What follows belongs to an exercise in optimizing a design on an open flow for small area; a production flow would make more cautious choices. The RTL was checked by simulation tests, not by an equivalence proof against the original design. No activity file was given, so power comes from the tool's default toggle rates.

==> design/flow/design.v <==
package sample_ram_pkg;
    typedef enum logic {
        CLEAR,
        READY
    } state_t;
    localparam int MaxDataWidth = 256;
    function automatic integer lane_count(input integer data_width, input integer byte_width);
        lane_count = data_width / byte_width;
    endfunction
    function automatic logic [MaxDataWidth-1:0] build_mask(
        input logic [MaxDataWidth-1:0] byte_enable,
        input int                      byte_width
    );
        logic [MaxDataWidth-1:0] mask;
        mask = '0;
        for (int i = 0; i < MaxDataWidth; i++) begin
            mask[i] = byte_enable[i / byte_width];
        end
        build_mask = mask;
    endfunction
endpackage
module sample_ram_clear_ctrl
#(
    parameter int Depth    = 256,
    parameter int IdxWidth = 8
) (
    input  logic                i_CLK,
    input  logic                i_NRESET,
    output logic                o_Busy,
    output logic                o_ClearWe,
    output logic [IdxWidth-1:0] o_ClearIndex
);
    sample_ram_pkg::state_t              state;
    logic [IdxWidth-1:0] count;
    always_ff @(posedge i_CLK) begin
        if (!i_NRESET) begin
            state <= sample_ram_pkg::CLEAR;
            count <= '0;
        end else if (state == sample_ram_pkg::CLEAR) begin
            if (count == IdxWidth'(Depth - 1)) begin
                state <= sample_ram_pkg::READY;
            end else begin
                count <= count + 1'b1;
            end
        end
    end
    assign o_Busy       = (state == sample_ram_pkg::CLEAR);
    assign o_ClearWe    = o_Busy && i_NRESET;
    assign o_ClearIndex = count;
endmodule
module sample_ram_lanenext #(
    parameter int Width = 8
) (
    input  logic [Width-1:0] i_Q,
    input  logic [Width-1:0] i_WE,
    input  logic [Width-1:0] i_D,
    input  logic [Width-1:0] i_HOLD,
    output logic [Width-1:0] o_Y
);
    assign o_Y = ~((i_Q | i_WE) & (i_D | i_HOLD));
endmodule
module sample_ram_aoi3 #(
    parameter int Width = 16
) (
    input  logic [Width-1:0] i_S0,
    input  logic [Width-1:0] i_B0,
    input  logic [Width-1:0] i_S1,
    input  logic [Width-1:0] i_B1,
    input  logic [Width-1:0] i_S2,
    input  logic [Width-1:0] i_B2,
    output logic [Width-1:0] o_Y
);
    assign o_Y = ~((i_S0 & i_B0) | (i_S1 & i_B1) | (i_S2 & i_B2));
endmodule
module sample_ram_and2 (
    input  logic i_A,
    input  logic i_B,
    output logic o_Y
);
    assign o_Y = i_A & i_B;
endmodule
module sample_ram
#(
    parameter int DataWidth    = 16,
    parameter int ByteWidth    = 8,
    parameter int AddressWidth = 8,
    parameter int Depth        = 256
) (
    input  logic                                        i_CLK,
    input  logic                                        i_NRESET,
    input  logic                                        i_ENABLE,
    input  logic                                        i_WE,
    input  logic [AddressWidth-1:0]                     i_WriteAddress,
    input  logic [DataWidth-1:0]                        i_WriteData,
    input  logic [sample_ram_pkg::lane_count(DataWidth, ByteWidth)-1:0] i_ByteEnable,
    input  logic                                        i_RE,
    input  logic [AddressWidth-1:0]                     i_ReadAddress,
    output logic [DataWidth-1:0]                        o_ReadData,
    output logic                                        o_ReadValid,
    output logic                                        o_Busy
);
    localparam int IdxWidth = (Depth > 1) ? $clog2(Depth) : 1;
    localparam int Lanes    = sample_ram_pkg::lane_count(DataWidth, ByteWidth);
    localparam int LoBits   = IdxWidth / 2;
    localparam int HiBits   = IdxWidth - LoBits;
    localparam int LoCount  = 1 << LoBits;
    localparam int HiCount  = 1 << HiBits;
    logic [Depth*DataWidth-1:0] mem;
    logic [Depth*DataWidth-1:0] mem_next;
    logic                 phase;
    logic                ready;
    logic                clear_we;
    logic [IdxWidth-1:0] clear_idx;
    sample_ram_pkg::state_t state;
    logic [IdxWidth-1:0]    count;
    always_ff @(posedge i_CLK) begin
        if (!i_NRESET) begin
            state <= sample_ram_pkg::CLEAR;
            count <= '0;
        end else if (state == sample_ram_pkg::CLEAR) begin
            if (count == IdxWidth'(Depth - 1)) begin
                state <= sample_ram_pkg::READY;
            end else begin
                count <= count + 1'b1;
            end
        end
    end
    assign o_Busy    = (state == sample_ram_pkg::CLEAR);
    assign clear_we  = o_Busy && i_NRESET;
    assign clear_idx = count;
    assign ready     = !o_Busy;
    always_ff @(posedge i_CLK) begin
        if (!i_NRESET) begin
            phase <= 1'b0;
        end else begin
            phase <= !phase;
        end
    end
    logic                 wr_in_range;
    logic                 rd_in_range;
    logic                 wr_accept;
    logic                 rd_accept;
    logic [DataWidth-1:0] rd_mem;
    logic [DataWidth-1:0] rd_word;
    logic                 port_we;
    logic [IdxWidth-1:0]  port_idx;
    logic [Lanes-1:0]     port_lanes;
    logic [DataWidth-1:0] port_data;
    logic [DataWidth-1:0] port_data_x;
    always_comb begin
        wr_in_range = 32'(i_WriteAddress) < Depth;
        rd_in_range = 32'(i_ReadAddress) < Depth;
        wr_accept   = i_NRESET && ready && i_ENABLE && i_WE && wr_in_range;
        rd_accept   = ready && i_ENABLE && i_RE;
        port_we     = clear_we || wr_accept;
        port_idx    = clear_we ? clear_idx : i_WriteAddress[IdxWidth-1:0];
        port_lanes  = clear_we ? {Lanes{1'b1}} : i_ByteEnable;
        port_data   = clear_we ? '0 : i_WriteData;
        port_data_x = port_data ^ {DataWidth{phase}};
    end
    logic [HiCount-1:0] wr_hi [0:Lanes-1];
    logic [LoCount-1:0] wr_lo;
    always_comb begin
        for (int l = 0; l < Lanes; l++) begin
            for (int i = 0; i < HiCount; i++) begin
                wr_hi[l][i] = port_we && port_lanes[l] && (port_idx[IdxWidth-1:LoBits] == HiBits'(i));
            end
        end
        for (int i = 0; i < LoCount; i++) begin
            wr_lo[i] = (port_idx[LoBits-1:0] == LoBits'(i));
        end
    end
    for (genvar w = 0; w < Depth; w++) begin : g_word
        for (genvar l = 0; l < Lanes; l++) begin : g_lane
            localparam int Base = w * DataWidth + l * ByteWidth;
            logic lane_we;
            logic lane_hold;
            assign lane_we   = wr_hi[l][w / LoCount] && wr_lo[w % LoCount];
            assign lane_hold = !lane_we;
            sample_ram_lanenext #(
                .Width (ByteWidth)
            ) u_next (
                .i_Q    (mem[Base +: ByteWidth]),
                .i_WE   ({ByteWidth{lane_we}}),
                .i_D    (port_data_x[l*ByteWidth +: ByteWidth]),
                .i_HOLD ({ByteWidth{lane_hold}}),
                .o_Y    (mem_next[Base +: ByteWidth])
            );
        end
    end
    always_ff @(posedge i_CLK) begin
        mem <= mem_next;
    end
    logic [LoCount-1:0] rd_lo;
    logic [HiCount-1:0] rd_hi;
    logic [Depth-1:0]   rd_sel;
    always_comb begin
        for (int i = 0; i < LoCount; i++) begin
            rd_lo[i] = (i_ReadAddress[LoBits-1:0] == LoBits'(i));
        end
        for (int i = 0; i < HiCount; i++) begin
            rd_hi[i] = rd_in_range && (i_ReadAddress[IdxWidth-1:LoBits] == HiBits'(i));
        end
    end
    for (genvar w = 0; w < Depth; w++) begin : g_rsel
        sample_ram_and2 u_sel (
            .i_A (rd_hi[w / LoCount]),
            .i_B (rd_lo[w % LoCount]),
            .o_Y (rd_sel[w])
        );
    end
    localparam int Full   = Depth / 3;
    localparam int Rest   = Depth % 3;
    localparam int Leaves = Full + (Rest != 0 ? 1 : 0);
    logic [DataWidth-1:0] leaf_n [0:Leaves-1];
    for (genvar k = 0; k < Full; k++) begin : g_leaf
        sample_ram_aoi3 #(
            .Width (DataWidth)
        ) u_aoi (
            .i_S0 ({DataWidth{rd_sel[3*k]}}),   .i_B0 (mem_next[(3*k)*DataWidth +: DataWidth]),
            .i_S1 ({DataWidth{rd_sel[3*k+1]}}), .i_B1 (mem_next[(3*k+1)*DataWidth +: DataWidth]),
            .i_S2 ({DataWidth{rd_sel[3*k+2]}}), .i_B2 (mem_next[(3*k+2)*DataWidth +: DataWidth]),
            .o_Y  (leaf_n[k])
        );
    end
    if (Rest == 1) begin : g_rest1
        assign leaf_n[Full] = ~({DataWidth{rd_sel[3*Full]}} & mem_next[(3*Full)*DataWidth +: DataWidth]);
    end else if (Rest == 2) begin : g_rest2
        assign leaf_n[Full] = ~(({DataWidth{rd_sel[3*Full]}}   & mem_next[(3*Full)*DataWidth +: DataWidth]) |
                                ({DataWidth{rd_sel[3*Full+1]}} & mem_next[(3*Full+1)*DataWidth +: DataWidth]));
    end
    always_comb begin
        logic [DataWidth-1:0] all_n;
        all_n = '1;
        for (int k = 0; k < Leaves; k++) begin
            all_n = all_n & leaf_n[k];
        end
        rd_mem = ~all_n ^ {DataWidth{!phase}};
    end
    assign rd_word = rd_mem;
    always_ff @(posedge i_CLK) begin
        if (!i_NRESET) begin
            o_ReadData  <= '0;
            o_ReadValid <= 1'b0;
        end else begin
            o_ReadValid <= rd_accept;
            if (rd_accept) begin
                o_ReadData <= rd_word;
            end
        end
    end
endmodule
==> design/flow/flow/run.sh <==
#!/bin/bash
# Own layout flow: the standard ORFS flow (standard synthesis, floorplan, placement, routing)
# with one change in clock tree synthesis: larger sink clusters driven by strong clock buffers,
# and no dummy loads (they only balance the tree and add area).
# Each run's full output is in flow_make.log here; ORFS's per-step logs are under orfs/logs/.
set -euo pipefail
CTS="-sink_clustering_enable -repair_clock_nets -sink_clustering_size 30 -sink_clustering_max_diameter 60 -buf_list {sky130_fd_sc_hd__clkbuf_8 sky130_fd_sc_hd__clkbuf_16} -dont_use_dummy_load"
bash standard.sh "CTS_ARGS=$CTS" finish > flow_make.log 2>&1
==> design/flow/standard.sh <==
#!/bin/bash
# synth_recipe.tcl (not shown) runs the flow's synth.tcl, then flattens the netlist and writes it again
# the make line also repeats each setting of config.mk as NAME=value (left out here)
make -C /OpenROAD-flow-scripts/flow DESIGN_CONFIG=/design/flow/config.mk WORK_HOME=/design/flow/orfs CLKGATE_MAP_FILE= SYNTH_SCRIPT=/design/flow/synth_recipe.tcl "${@:-finish}"
==> design/flow/config.mk <==
export PLATFORM = sky130hd
export DESIGN_NAME = sample_ram
export DESIGN_NICKNAME = sample_ram
export VERILOG_FILES = /design/flow/design.v
export SDC_FILE = /design/flow/constraint.sdc
export NUM_CORES = 4
export LEC_CHECK = 0
export CAP_MARGIN = 20
export CORE_MARGIN = 2
export CORE_UTILIZATION = 55
export SLEW_MARGIN = 20
export SYNTH_HIERARCHICAL = 1
export SYNTH_MEMORY_MAX_BITS = 8192
==> design/flow/constraint.sdc <==
create_clock -name core_clock -period 10.0 [get_ports {i_CLK}]
set_input_delay 2.0000 -clock core_clock [delete_from_list [all_inputs] [get_ports {i_CLK}]]
set_output_delay 2.0000 -clock core_clock [all_outputs]
set_load 0.01 [all_outputs]
==> results of run 1 <==
## cells in the mapped netlist, types with 2 or more instances
cell | number | area, sq um
a211o_1 | 16 | 140
a21bo_2 | 16 | 160
a21oi_1 | 18 | 90.1
a222oi_1 | 1360 | 13600
a31o_2 | 5 | 43.8
a31oi_1 | 4 | 25.0
a31oi_2 | 2 | 25.0
and2_1 | 256 | 1600
and3_1 | 4 | 25.0
and4_1 | 2 | 17.5
and4bb_2 | 4 | 50.1
buf_1 | 6 | 22.5
buf_2 | 87 | 435
buf_4 | 4 | 30.0
buf_6 | 5 | 56.3
clkbuf_1 | 79 | 297
dfxtp_1 | 4123 | 82500
inv_1 | 10 | 37.5
mux2_4 | 2 | 30.0
mux2i_1 | 18 | 180
nand2_1 | 586 | 2200
nand2_2 | 8 | 50.1
nand2_4 | 2 | 22.5
nand2b_1 | 11 | 68.8
nand3_1 | 22 | 110
nand4_1 | 356 | 2230
nor2_1 | 594 | 2230
nor2_2 | 12 | 75.1
nor2_4 | 5 | 56.3
nor2b_1 | 2 | 12.5
nor3_1 | 13 | 65.1
nor4_1 | 82 | 513
o21a_1 | 7 | 52.6
o21ai_0 | 7 | 35.0
o22ai_1 | 4096 | 25600
o31a_1 | 3 | 26.3
o31ai_2 | 2 | 25.0
or3_1 | 2 | 12.5
xnor2_1 | 17 | 149
xor2_1 | 5 | 43.8
## cell usage in the layout, fill, tap and decap left out, types with 29 or more instances in the layout
master           count
nor2_1             554
a222oi_1          1360
nor2_4              35
and2_1             256
buf_12              31
buf_4              308
nand2_1            566
clkbuf_16          207
dfxtp_1           4122
nand4_1            356
clkdlybuf4s50_1     56
o22ai_1           4096
nor4_2              29
diode_2            110
nor4_1              53
## cell type report
| class | count | area (sq um) | area share, % |
|---|---|---|---|
| flip-flops and latches | 4123 | 82500 | 56.4 |
| multi-input cells | 7548 | 50700 | 34.6 |
| inverters | 10 | 37.5 | 0.0257 |
| diodes | 110 | 275 | 0.188 |
| clock buffers | 207 | 5180 | 3.54 |
| well taps | 3185 | 3990 | 2.73 |
| repair buffers | 403 | 3560 | 2.44 |
## kinds of logic (layout without fill, tap and decap cells)
kind of cell | after synthesis | in the layout | share of synthesized area [%]
other cells | 0 | 110 | 0
buf+inv | 191 | 620 | 0.660
compound gates | 5540 | 5540 | 30.0
simple gates | 1964 | 1964 | 7.04
xor+xnor | 22 | 22 | 0.145
mux | 21 | 21 | 0.175
fa+ha+maj | 1 | 1 | 0.00940
flops | 4123 | 4123 | 62.0
## worst max-delay path: stages
cell	delay [ns]
clkdlybuf4s50_1	0.90
nand2b_4	0.37
o31ai_2	0.72
nand2_4	0.57
buf_4	0.51
buf_4	0.23
nor2_1	0.52
o22ai_1	0.24
a222oi_1	0.91
nand4_1	0.80
nor4_1	1.22
nand4_1	0.52
mux2i_1	0.24
a211o_1	0.29
## sequential cells by signal (all words and copies together) (netlist names)
register     flops
mem           4096
state            1
count            8
o_ReadValid      1
o_ReadData      16
phase            1
## path summary, 6_finish.rpt
check / slack [ns] / endpoint / cells past startpoint
min reg2reg: 0.44 / mem[2093] / 1
max reg2reg: 2.09 / o_ReadData[0] / 14
min: 0.44 / mem[2093] / 1
max: 0.55 / o_ReadData[0] / 14
## routing by layer
metal,GRT usage (%),vias up,wire (microns)
met3,14.3,2071,80900
met2,64.0,10223,242000
li1,-,51634,-
met1,58.6,60796,215000
met4,32.4,24,48200
met5,0,-,174
## Yosys stat by module (local to each module, per instance), a selection
| module | times used | cells inside | cell area, sq um |
|---|---|---|---|
| sample_ram_and2 | 256 | 1 | 6.26 |
| sample_ram | 1 | 6150 | 92300 |
## power by group
part           total, mW  internal (mW)  switching [mW]
clock               8.87           3.67            5.20
combinational       3.17          0.927            2.24
sequential          17.8           17.5           0.296
total               29.8           22.1            7.73
==> run summary, run 1 <==
- Via count: 124,748
- Placed cells: 15,265
- Critical path capture point type: flip-flop
- Final HPWL DP: 390,000 microns
- # resized after CTS: 0
- Die Height: 496 microns
- Clock Sink Count: 4,123
- Clock buffer count from CTS: 207
- Drt pass-1 iters: 21
- Worst setup margin: 0.549 ns
- Place WS: 0.283 ns
- Power per cell area: 204 nW/um^2
- Total gr overflow: 0
- Yosys cell types: 49
- Worst-path clk slew: 0.10 ns
- Crit path max fanout: 31
- Synthesized net count: 11,902
- Ports: 57
- Sequential area share after synthesis: 62.0%
- Critical path class: primary input to flip-flop
- Chip Width: 496 microns
- Critical path required time: 10.78 ns
- Final WL: 586,000 microns
- # DRC: 0
- Flops & latches, synth: 4,123
- GRT Total Usage: 45.4%
- Largest net degree at the start of global routing: 110
- Nets: 12,333
- Initial DRC count: 26,360
- Rows: 180
- Gpl congestion: 1.01
- Fin. max-slew vios: 0
- Area after DPL: 141,000 sq um
- TritonCTS clock tree: built
- Starting Density: 55.4%
- Hold wc startpoint: mem[2093]
- CTS Buffer Depth: 3
- Post-layout power: 29.8 mW
- RSZ-0062 raised after global routing: false
- Final period util: 94.5%
- Slew @ Worst Pin: 1.36 ns
- Max cap viols: 0
- WP data arrival: 10.23 ns
- Clock latency at the later pin of the worst-skew pair: 0.94 ns
- Final Util: 60.8%
- Setup_tns: 0 ns
- Setup Skew: 0.100 ns
- Pleak: 51.9 nW
- H-tree depth: 4
- Crit path launch: i_NRESET
- Post-synthesis instance total: 11,862
- Post-CTS Setup Bufs: 0
- Hold Violations, Final: 0
- Initial antenna violation count: 61
- PortBufs: 56
- First-pass GRT wire length: 823,000 microns
- IR Drop Worst-Case VDD: 0.186 mV
- Root buf cell: clkbuf_16
- Final setup fails: 0
- DR vias/cell: 8.00
- Average cell area after synthesis: 11.2 sq um
- EDFF count, synth: 0
- Worst hold path type: flip-flop to flip-flop
- Post-Syn Area: 133,000 sq um
- Async SR Flop Fraction: 0%
- Layout cells sized above 1: 5.99%
- Primary FF master, synth: dfxtp_1
- Die Footprint: 246,000 sq um
- Post-Layout Cell Count: 15,586
- Startpoint types: primary input
- F_max: 106 MHz
- Core area: 241,000 sq um
- Vias in the first global route: 114,839
- Layout filler cell count: 19,819
- Area growth syn-to-layout: 9.84%
- DRT antenna net count: 0
- Routed length per instance: 37.6 microns
- Hold slack: 0.439 ns
- Status: complete, no violations
- Reg-to-Reg Start: state
- Worst slew margin: 8.37%
- Final Critical Period: 9.45 ns
- Fin area: 146,000 sq um
- Yosys warnings: 11
- CTS Hold Bufs: 0
==> run 2: changes to the inputs <==
--- a/design/flow/config.mk
+++ b/design/flow/config.mk
@@ -6,8 +6,11 @@
 export NUM_CORES = 4
 export LEC_CHECK = 0
 export CAP_MARGIN = 20
+export CELL_PAD_IN_SITES_DETAIL_PLACEMENT = 1
+export CELL_PAD_IN_SITES_GLOBAL_PLACEMENT = 1
 export CORE_MARGIN = 2
-export CORE_UTILIZATION = 55
+export CORE_UTILIZATION = 40
+export PLACE_DENSITY = 0.5
 export SLEW_MARGIN = 20
 export SYNTH_HIERARCHICAL = 1
 export SYNTH_MEMORY_MAX_BITS = 8192
==> run 2 against run 1 <==
Effect of this change: clock skew is 0.024 ns lower; first-iteration DRC count down 26%; maximum frequency up 5.0%; via count is 0.63% higher; hold slack worse by 0.043 ns; cell area is 3.5% higher; worst setup slack improved by 0.45 ns; sequential share of layout area decreased by 1.9 points; synthesized area did not move; highest routed layer unchanged.
==> run summary, run 2 <==
- Critical path class: primary input to flip-flop
- Post-synthesis instance total: 11,862
- Worst-path clk slew: 0.08 ns
- Layout cells sized above 1: 7.30%
- Slew @ Worst Pin: 1.33 ns
- # DRC: 0
- Setup Skew: 0.0757 ns
- Flops & latches, synth: 4,123
- Synthesized net count: 11,902
- Top cell type's share of synthesized area: 62.0%
- Status: complete, no violations
- Final Critical Period: 9.00 ns
- Worst setup margin: 0.996 ns
- Commonest non-fill, non-tap cell in the layout: dfxtp_1
- Gpl congestion: 0.915
- IR Drop Worst-Case VDD: 0.143 mV
- Drt pass-1 iters: 10
- RSZ-0062 raised after global routing: false
- Top reg by flops: mem
- Yosys warnings: 11
- Clock Sink Count: 4,123
- Die Height: 581 microns
- PortBufs: 56
- Area after DPL: 143,000 sq um
- Clock latency at the later pin of the worst-skew pair: 0.99 ns
- Buf+Inv Stages, Crit Path: 3
- Place WS: 0.496 ns
- Root buf cell: clkbuf_16
- Final WL: 677,000 microns
- Ports: 57
- Core area: 331,000 sq um
- Area growth syn-to-layout: 13.7%
- Clock buffer count from CTS: 328
- Largest net degree at the start of global routing: 93
- Max reg flops: 4,096
- Worst-path cell chain: clkdlybuf4s50_1, nor2b_1, nor3_1, a31oi_1, nor2_4, buf_4, nand2_1, o22ai_1, a222oi_1, nand4_1, nor4_1, buf_4, nand4_1, mux2i_1, a211o_1
- Via count: 125,538
- Async SR Flop Fraction: 0%
- Crit path launch: i_NRESET
- RR Endpoint: o_ReadData[2]
- Largest registers: mem x4096, o_ReadData x16, count x8
- Top cells by count, synth: dfxtp_1 (4,123), o22ai_1 (4,096), a222oi_1 (1,360)
- Crit path capture: o_ReadData[2]
- Vias in the first global route: 122,513
- DR vias/cell: 7.41
- Top cells by area, synth: dfxtp_1 (62%), o22ai_1 (19%), a222oi_1 (10%)
- Final setup fails: 0
- Primary FF master, synth: dfxtp_1
- Reg2Reg Setup Slack: 2.63 ns
- Final HPWL DP: 456,000 microns
- H-tree depth: 5
- Post-synth top area cell: dfxtp_1
- GRT Total Usage: 38.2%
- CTS Hold Bufs: 0
- Hold Violations, Final: 0
- Fin area: 151,000 sq um
- Yosys cell types: 49
- CTS Buffer Depth: 4
- Final Util: 45.7%
- Average cell area after synthesis: 11.2 sq um
- Slowest cell on crit path: nor4_1
- Max cap viols: 0
- Starting Density: 40.2%
- Leading cell types in the layout, fill and taps excluded: dfxtp_1 (4,122), o22ai_1 (4,096), a222oi_1 (1,360), nand2_1 (568), nor2_1 (553)
- Pleak: 53.7 nW
- Power per cell area: 217 nW/um^2
- Post-layout power: 32.8 mW
- Chip Width: 581 microns
- Sequential area share after synthesis: 62.0%
- Post-CTS Setup Bufs: 0
- Reg-to-Reg Start: state
- Total gr overflow: 0
- Crit path max fanout: 14
- Count leader, synth: dfxtp_1
- CP Depth: 15
- DRT antenna net count: 0
- Die Footprint: 337,000 sq um
- Post-Syn Area: 133,000 sq um
- Worst slew margin: 10.4%
- Critical path capture point type: flip-flop
- Routed length per instance: 40.0 microns
- Family with the most delay on the worst path: simple AND/OR/NAND/NOR gates
- WP data arrival: 9.82 ns
- Setup_tns: 0 ns
- TritonCTS clock tree: built
- Worst hold path type: flip-flop to flip-flop
- Worst Hold Depth: 1
- EDFF count, synth: 0
- # resized after CTS: 0
- Initial antenna violation count: 65
- Reg2Reg Depth: 15
- Fin. max-slew vios: 0
- Startpoint types: primary input
- Nets: 12,505
- Crit-path max cell delay: 1.13 ns
- F_max: 111 MHz
- Critical path required time: 10.81 ns
- Final period util: 90.0%
- Rows: 211
- Initial DRC count: 19,381
- First-pass GRT wire length: 943,000 microns
==> run 2: cell families after synthesis <==
logic type	count (synthesis)	synth area share [%]
and+or+nand+nor	1964	7.04
muxes	21	0.175
buffers and inverters	191	0.660
DFF	4123	62.0
xor gates and xnor gates	22	0.145
AOI/OAI and AO/OA	5540	30.0
adders and majority gates	1	0.00940
==> run 2: how the worst min path moves through the flow <==
| stage | start | to |
|---|---|---|
| 2_1_floorplan | mem[1000] | mem[1000] |
| 3_3_place_gp | phase | phase |
| 3_5_place_dp | phase | phase |
| 4_1_cts | phase | phase |
| 5_1_grt | phase | phase |
| 6_report | phase | phase |
==> run 2: through the flow <==
stage               cells  hold slack, ns
floorplan           11862           0.417
global placement    16491           0.382
detailed placement  16501           0.387
CTS                 16829           0.398
global route        16852           0.402
finish              16941           0.396
==> run 2: report_power, final <==
group | switching [mW] | total (mW) | internal (mW)
clock network | 5.88 | 11.7 | 5.78
registers | 0.303 | 17.8 | 17.5
logic | 2.36 | 3.33 | 0.965
total | 8.55 | 32.8 | 24.2
==> run 2: cell type report <==
| class | instances | area (sq um) |
|---|---|---|
| fillers | 34889 | 179000 |
| flip-flops and latches | 4123 | 82500 |
| multi-input cells | 7548 | 50700 |
| clock buffers | 328 | 8210 |
| well taps | 4366 | 5460 |
| repair buffers | 454 | 4140 |
| diodes | 112 | 280 |
| inverters | 10 | 37.5 |
==> run 2: modules after synthesis (local to each module, per instance), a selection <==
module | cell area (sq um) | cells inside
sample_ram | 92300 | 6150
sample_ram_and2 | 6.26 | 1
==> run 2: metal layers <==
layer	routed length, microns	track usage (%)	part of all wire [%]	vias up
li1	-	-	-	51965
met1	268000	49.0	40	64701
met2	300000	58.6	44	7271
met3	64200	8.39	9.5	1573
met4	44500	23.2	6.6	28
met5	207	0	0.031	-

## port drivers added, routing unchanged
How much do the figures lean on ideal ports? The routed layouts below were timed once more, with nothing changed but the port constraints.
Step 1, drivers: a clkbuf_16 drives i_CLK and a buf_2 each remaining input, both assumed.
Step 2, shift: input delay + t, output delay - t, t = (earliest + latest rising clock arrival at the registers) / 2. This alone moves slack from input paths to output paths.
Slacks: ideal ports / drivers / drivers and shift; pairs: ideal ports / drivers.
| run | t, ns | setup slack, ns | hold WS [ns] | clock arrival spread, ns | slew at the worst register clock pin (ns) |
|---|---|---|---|---|---|
| run 1 | 0.986 | 0.549 / 0.620 / -0.366 | 0.439 / 0.439 / 0.439 | 0.107 / 0.106 | 0.12 / 0.12 |
| run 2 | 1.056 | 0.996 / 1.066 / 0.010 | 0.396 / 0.396 / 0.396 | 0.089 / 0.088 | 0.10 / 0.10 |
Met with ideal ports but missed after step 2: setup timing in run 1. The setup slack of run 2, which loses most, moves by +0.070 ns with the drivers and by -0.986 ns with both steps.
